This design comes from an exercise in tuning for small area on the open sky130 flow, not from production work. Function was checked by simulation only, so behaviour that the tests miss may differ from the original. Power is estimated from default activity; no workload was simulated.

File: design/flow/config.mk
export PLATFORM = sky130hd
export DESIGN_NAME = decode
export DESIGN_NICKNAME = decode
export VERILOG_FILES = /design/flow/design.v
export SDC_FILE = /design/flow/constraint.sdc
export NUM_CORES = 8
export LEC_CHECK = 0
export CAP_MARGIN = 20
export CORE_MARGIN = 2
export CORE_UTILIZATION = 30
export SLEW_MARGIN = 20
File: design/flow/constraint.sdc
create_clock -name core_clock -period 10.0 [get_ports {clk}]
set_input_delay 2.0000 -clock core_clock [delete_from_list [all_inputs] [get_ports {clk}]]
set_output_delay 2.0000 -clock core_clock [all_outputs]
set_load 0.01 [all_outputs]
File: design/flow/design.v
module decode (
    input  logic        clk,
    input  logic        rstn,
    input  logic        inst_valid,
    input  logic [31:0] inst,
    input  logic [31:0] inst_pc,
    output logic        inst_ready,
    output logic        exec_enable,
    input  logic        exec_done,
    output logic [5:0]  exec_command,
    output logic [5:0]  alu_command,
    output logic [15:0] offset,
    output logic [31:0] pc,
    output logic [31:0] addr,
    output logic [31:0] rs,
    output logic [31:0] rt,
    output logic [4:0]  sh,
    output logic [4:0]  rd,
    output logic [4:0]  rs_no,
    output logic [4:0]  rt_no,
    output logic        fmode1,
    output logic        fmode2,
    input  logic        wb_en,
    input  logic        wb_fp,
    input  logic [4:0]  wb_rd,
    input  logic [31:0] wb_data
);
    typedef enum logic [1:0] {
        S_IDLE   = 2'd0,
        S_DECODE = 2'd1,
        S_ISSUE  = 2'd2,
        S_WAIT   = 2'd3
    } state_t;
    typedef struct packed {
        logic [5:0]  exec_command;
        logic [5:0]  alu_command;
        logic [15:0] offset;
        logic [31:0] pc;
        logic [31:0] addr;
        logic [31:0] rs;
        logic [31:0] rt;
        logic [4:0]  sh;
        logic [4:0]  rd;
        logic [4:0]  rs_no;
        logic [4:0]  rt_no;
        logic        fmode1;
        logic        fmode2;
    } dec_t;
    state_t      state_q, state_d;
    logic        exec_enable_q, exec_enable_d;
    logic [31:0] inst_q, inst_d;
    logic [31:0] ipc_q, ipc_d;
    dec_t        dec_q, dec_d, dec_new;
    logic [31:0] gpr_q [32];
    logic [31:0] fpr_q [32];
    always_ff @(posedge clk or negedge rstn) begin
        if (!rstn) begin
            for (int i = 0; i < 32; i++) begin
                gpr_q[i] <= '0;
                fpr_q[i] <= '0;
            end
        end else if (wb_en) begin
            if (wb_fp) begin
                fpr_q[wb_rd] <= wb_data;
            end else if (wb_rd != 5'd0) begin
                gpr_q[wb_rd] <= wb_data;
            end
        end
    end
    logic [4:0]  gidx_s, gidx_t, fidx_s, fidx_t;
    logic [31:0] gpr_rs, gpr_rt, fpr_rs, fpr_rt;
    always_comb begin
        gidx_s = inst_q[25:21];
        gidx_t = inst_q[20:16];
        fidx_s = inst_q[15:11];
        fidx_t = inst_q[20:16];
        gpr_rs = (gidx_s == 5'd0) ? 32'd0 : gpr_q[gidx_s];
        gpr_rt = (gidx_t == 5'd0) ? 32'd0 : gpr_q[gidx_t];
        fpr_rs = fpr_q[fidx_s];
        fpr_rt = fpr_q[fidx_t];
        if (wb_en && !wb_fp && wb_rd != 5'd0) begin
            if (wb_rd == gidx_s) gpr_rs = wb_data;
            if (wb_rd == gidx_t) gpr_rt = wb_data;
        end
        if (wb_en && wb_fp) begin
            if (wb_rd == fidx_s) fpr_rs = wb_data;
            if (wb_rd == fidx_t) fpr_rt = wb_data;
        end
    end
    logic [31:0] simm;
    logic [31:0] zimm;
    always_comb begin
        simm = {{16{inst_q[15]}}, inst_q[15:0]};
        zimm = {16'd0, inst_q[15:0]};
        dec_new              = '0;
        dec_new.exec_command = inst_q[31:26];
        dec_new.rs_no        = inst_q[25:21];
        dec_new.rt_no        = inst_q[20:16];
        dec_new.offset       = inst_q[15:0];
        dec_new.pc           = ipc_q;
        case (inst_q[31:26])
            6'b000000: begin                        
                dec_new.rd          = inst_q[15:11];
                dec_new.sh          = inst_q[10:6];
                dec_new.alu_command = inst_q[5:0];
                dec_new.rs          = gpr_rs;
                dec_new.rt          = gpr_rt;
            end
            6'b010001: begin                        
                dec_new.rs_no       = inst_q[15:11];
                dec_new.rd          = inst_q[10:6];
                dec_new.alu_command = inst_q[5:0];
                dec_new.fmode1      = 1'b1;
                dec_new.fmode2      = 1'b1;
                dec_new.rs          = fpr_rs;
                dec_new.rt          = fpr_rt;
            end
            6'b001000: begin                        
                dec_new.rs = gpr_rs;
                dec_new.rt = simm;
                dec_new.rd = inst_q[20:16];
            end
            6'b001100, 6'b001101, 6'b001110: begin  
                dec_new.rs = gpr_rs;
                dec_new.rt = zimm;
                dec_new.rd = inst_q[20:16];
            end
            6'b000010, 6'b000011: begin             
                dec_new.addr = {ipc_q[31:28], inst_q[25:0], 2'b00};
            end
            6'b000100, 6'b000101, 6'b110010: begin  
                dec_new.addr = {simm[29:0], 2'b00};
            end
            6'b100011, 6'b110001: begin             
                dec_new.addr = gpr_rs + simm;
                dec_new.rd   = inst_q[20:16];
            end
            6'b101011: begin                        
                dec_new.addr = gpr_rs + simm;
                dec_new.rt   = gpr_rt;
            end
            6'b111001: begin                        
                dec_new.addr   = gpr_rs + simm;
                dec_new.rt     = fpr_rt;
                dec_new.fmode2 = 1'b1;
            end
            6'b111111: begin                        
                dec_new.alu_command = inst_q[5:0];
                dec_new.sh          = inst_q[10:6];
                dec_new.rd          = inst_q[15:11];
                dec_new.rs          = gpr_rs;
            end
            default: begin                          
                dec_new              = '0;
                dec_new.exec_command = inst_q[31:26];
            end
        endcase
    end
    always_comb begin
        state_d       = state_q;
        inst_d        = inst_q;
        ipc_d         = ipc_q;
        exec_enable_d = 1'b0;
        dec_d         = dec_q;
        case (state_q)
            S_IDLE: begin
                if (inst_valid) begin
                    inst_d  = inst;
                    ipc_d   = inst_pc;
                    state_d = S_DECODE;
                end
            end
            S_DECODE: begin
                dec_d         = dec_new;
                exec_enable_d = 1'b1;
                state_d       = S_ISSUE;
            end
            S_ISSUE: begin
                state_d = S_WAIT;
            end
            S_WAIT: begin
                if (exec_done) state_d = S_IDLE;
            end
            default: state_d = S_IDLE;
        endcase
    end
    always_ff @(posedge clk or negedge rstn) begin
        if (!rstn) begin
            state_q       <= S_IDLE;
            exec_enable_q <= 1'b0;
            inst_q        <= '0;
            ipc_q         <= '0;
            dec_q         <= '0;
        end else begin
            state_q       <= state_d;
            exec_enable_q <= exec_enable_d;
            inst_q        <= inst_d;
            ipc_q         <= ipc_d;
            dec_q         <= dec_d;
        end
    end
    assign inst_ready   = rstn && (state_q == S_IDLE);
    assign exec_enable  = exec_enable_q;
    assign exec_command = dec_q.exec_command;
    assign alu_command  = dec_q.alu_command;
    assign offset       = dec_q.offset;
    assign pc           = dec_q.pc;
    assign addr         = dec_q.addr;
    assign rs           = dec_q.rs;
    assign rt           = dec_q.rt;
    assign sh           = dec_q.sh;
    assign rd           = dec_q.rd;
    assign rs_no        = dec_q.rs_no;
    assign rt_no        = dec_q.rt_no;
    assign fmode1       = dec_q.fmode1;
    assign fmode2       = dec_q.fmode2;
endmodule
File: design/flow/run.sh
#!/bin/bash
# synth_recipe.tcl (not shown) runs the flow's synth.tcl, then flattens the netlist and writes it again
# the make line also repeats each setting of config.mk as NAME=value (left out here)
make -C /OpenROAD-flow-scripts/flow DESIGN_CONFIG=/design/flow/config.mk WORK_HOME=/design/flow/orfs CLKGATE_MAP_FILE= SYNTH_SCRIPT=/design/flow/synth_recipe.tcl finish
==> impl_results.md <==
* Final critical-path required period at about 7.4 ns
* Number of nets with antenna violations after detailed routing at 0
* Number of library cell types mapped by synthesis at just under 80
* Sum of routed wire length over all layers at 606000 microns
* Critical-path cell with the highest stage delay: a21oi_1
* Slew at the pin closest to its max-slew limit at about 1.4 ns
* Outcome: complete, no violations
* Skew final at 0.128 ns
* Crit path cell chain: buf_4 -> nand2b_1 -> nor2_4 -> buf_4 -> a22oi_1 -> nand4_1 -> nor2_1 -> a21oi_1 -> mux2i_1 -> inv_1 -> ha_1 -> a21oi_1 -> nor2_1 -> a211o_1 -> a22o_1 -> a311oi_1 -> o21ai_0 -> xnor2_1 -> o22ai_1
* Clock sink count at between 2000 and 2500
* Sequential-to-total area share from yosys stat at 50.4%
* Avg Cell Area, Syn at 11.7 sq um
* Synth warnings at 3
* Required time of the critical path at 10.72 ns
* Fraction of registers with async set/reset at 100%
* Final RePlAce weighted congestion at 0.967
* DRT iter0 DRCs at 19300
* Crit path max fanout at 22
* Crit Path Class: reg -> reg
* Main flop type after synthesis: dfrtp_1
* DRT Pass-1 Iters at 15
* Hold Crit Class: reg -> reg
* Total global-route track usage at 30.8%
* Row count at 224
* Sum of negative setup slack at 0 ns
* Post-place setup slack at 2.46 ns
* Global routing met1 resource utilization at 37.4%
* Leading cell types in the layout, fill and taps excluded: 2255 x dfrtp_1, 2098 x mux2_2, 1578 x a22oi_1, 431 x nand2_1, 321 x buf_4
* Clock-pin slew of the registers on the worst-case setup and hold paths at 0.06 ns
* Utilization after layout at 34.6%
* Most common cell after layout, fill and taps aside: dfrtp_1
* Boundary pin count at around 290
* Vias after detailed routing at 101000
* Synthesis-to-finish area growth at 14.9%
* Cell area after technology mapping at 112000 sq um
* Leak pwr at between 50 and 60 nW
* Slowest cell delay on critical path at between 0.7 and 0.8 ns
* Arrival time of data at the critical path endpoint at 8.08 ns
* Final setup fails at 0
* Post-cts sizing count at 0
* CP Launch Type: flip-flop
* Number of standard cells after synthesis at 9613
* Detail-routed net length per standard cell at 41.2 microns
* Post-DR vias/cell at 6.88
* Root buffer cell: clkbuf_16
* Met3 Usage GRT at 13.7%
* F_max at between 0.1 and 0.15 GHz
* Count of hold-fix buffers inserted at cts at 0
* Half-perimeter wire length after detailed placement at 339000 microns
* Core area at about 370000 sq um
* Finished Layout Cells at 14700
* Mapped Nets at approximately 9800
* Worst slew margin relative to its limit at under 10%
* Number of remaining DRC errors at 0
* Setup Buffers After CTS at 0
* Total power density per cell area at 257 nW/um^2
* Fraction of final layout cells sized beyond drive strength 1 at between 30% and 40%
* FF+latch count, synth at 2261
* Longest Clk Path Bufs at 4
* # Max-Cap Violations at 0
* First-pass GRT wire length at 818000 microns
* Die ar. at approximately 380000 sq um
* Effective utilization at floorplan at ~30%
* Number of CTS-inserted buffers at roughly 230
* Antenna violations before repair at 43
* Largest net degree at the start of global routing at roughly 160
* Number of flops mapped to enable cells by yosys at 0
* Post-route fraction of the period consumed by the critical path at between 70% and 80%
* Vias in the first global route at between 90000 and 100k
* Worst IR Drop VDD at 0.000172 V
* Final Hold Vio Count at 0
* H-tree level count at 4
* Setup repair after global routing missed its margin: false
* Final global-route overflow total at 0
* Worst Setup End Kind: flip-flop
* Clock latency of the later-clocked register in the worst-skew pair at 1.00 ns
* Setup ws final at 2.64 ns
* Placed cell count at roughly 14000
* Final Net Count at 9651
* Gr busiest metal: met2
* Clock tree from TritonCTS: built
* Die width at ~600 microns
* Total count of max-transition violations in the final report at 0
* Die Y at a little over 600 microns
* Global Route met2 Usage at 41.8%
* Count of buffers from port buffering at 286
-- per-stage QoR --
stage,total power (W),area (sq um),hold slack (ns)
finish,0.0332,129000,0.482
global route,0.0335,129000,0.494
CTS,0.0323,129000,0.481
detailed placement,0.0231,121000,0.468
global placement,0.0230,121000,0.465
floorplan,0.0171,112000,0.460
-- synth_stat cells, types with 27 or more instances --
library cell / instances / area [sq um]
dfrtp_1: 2261 / 56600
o211ai_1: 29 / 218
o22ai_1: 27 / 169
buf_2: 221 / 1110
inv_1: 37 / 139
a222oi_1: 67 / 671
mux2_2: 2098 / 23600
ha_1: 44 / 551
nand3_1: 197 / 986
nand2_1: 476 / 1790
a22o_1: 150 / 1310
nand4_1: 222 / 1390
nor2_1: 225 / 845
nor4_1: 89 / 557
clkbuf_1: 557 / 2090
and2_1: 47 / 294
a2111oi_0: 33 / 289
a21oi_1: 223 / 1120
nor3_1: 112 / 561
a22oi_1: 1578 / 11800
or3_1: 37 / 231
a221oi_1: 99 / 867
and3_1: 96 / 601
o21ai_0: 118 / 591
buf_1: 191 / 717
-- flip-flops by register name (all words and copies together), names as in the netlist --
signal         cells
exec_enable_q      1
inst_q            32
ipc_q             32
state_q            2
fpr_q           1024
dec_q            178
gpr_q            992
-- layer usage --
metal | part of all wire (%) | vias up | routed length (microns)
met3 | 16 | 3452 | 94800
met5 | 0.061 | - | 370
met4 | 11 | 30 | 64900
met1 | 35 | 51000 | 210000
met2 | 39 | 10000 | 236000
li1 | - | 36700 | -
-- kinds of logic (layout without fill, tap and decap cells) --
| kind of cell | count (synthesis) | in the layout | share of synthesized area [%] |
|---|---|---|---|
| muxes | 2121 | 2121 | 21.3 |
| buffers and inverters | 1019 | 1077 | 3.71 |
| adders and majority gates | 45 | 45 | 0.508 |
| xor gates and xnor gates | 40 | 40 | 0.312 |
| other | 0 | 62 | 0 |
| and+or+nand+nor | 1637 | 1637 | 7.37 |
| AOI/OAI and AO/OA | 2490 | 2490 | 16.4 |
| DFF | 2261 | 2261 | 50.4 |
-- power breakdown --
group          internal (W)  switching, W  total (W)
Clock               0.00530       0.00401    0.00931
Combinational       0.00355       0.00800     0.0116
Sequential           0.0107       0.00165     0.0123
-- path summary, 6_finish.rpt --
kind                            slack [ns]                        end  cells past startpoint                   start
worst min register to register        0.48       dec_q[0]$_DFFE_PN0P_                      1    dec_q[0]$_DFFE_PN0P_
min in group asynchronous             0.95  gpr_q[24][30]$_DFFE_PN0P_                      1                    rstn
worst max register to register        2.64     dec_q[109]$_DFFE_PN0P_                     19  inst_q[21]$_DFFE_PN0P_
max in group asynchronous             6.04  gpr_q[29][14]$_DFFE_PN0P_                      4                    rstn
worst min-delay path                  0.48       dec_q[0]$_DFFE_PN0P_                      1    dec_q[0]$_DFFE_PN0P_
worst max-delay path                  2.64     dec_q[109]$_DFFE_PN0P_                     19  inst_q[21]$_DFFE_PN0P_
-- critical path: cells and delay by family, from the launching register on --
kind,cells,cell delay (ns)
adders and majority gates,1,0.32
and+or+nand+nor,5,1.56
buffers and inverters,3,1.33
xor gates and xnor gates,1,0.24
DFF,1,0.58
muxes,1,0.26
AOI/OAI and AO/OA,8,2.80
-- final cells by class --
cell class	count	area [sq um]
diodes	62	155
clock buffers	332	6820
clock inverters	76	1010
fillers	36900	243000
inverters	38	148
multi-input cells	6333	52500
flip-flops and latches	2261	56600
well taps	4972	6220
repair buffers	631	5570

==> re-timing with driven ports <==
The results above use ideal ports. As a check the final layout listed here was re-extracted and re-timed, cells and wires unchanged.
Step 1 sets driving cells, clkbuf_16 on the clock port and buf_2 on the other inputs (assumed; they add their load-dependent delay and slew).
Step 2, shift: input delay + t, output delay - t, t = (earliest + latest rising clock arrival at the registers) / 2. This alone moves slack from input paths to output paths.
a / b / c = ideal / step 1 / step 2; a / b = the first two.
shift t [ns]: 1.042
slack for setup (ns): 2.639 / 2.639 / 2.030
slew at the worst register clock pin (ns): 0.07 / 0.07
After both steps setup and hold are still met in this run. The setup slack of this run moves by 0.000 ns with the drivers and by -0.609 ns with both steps.
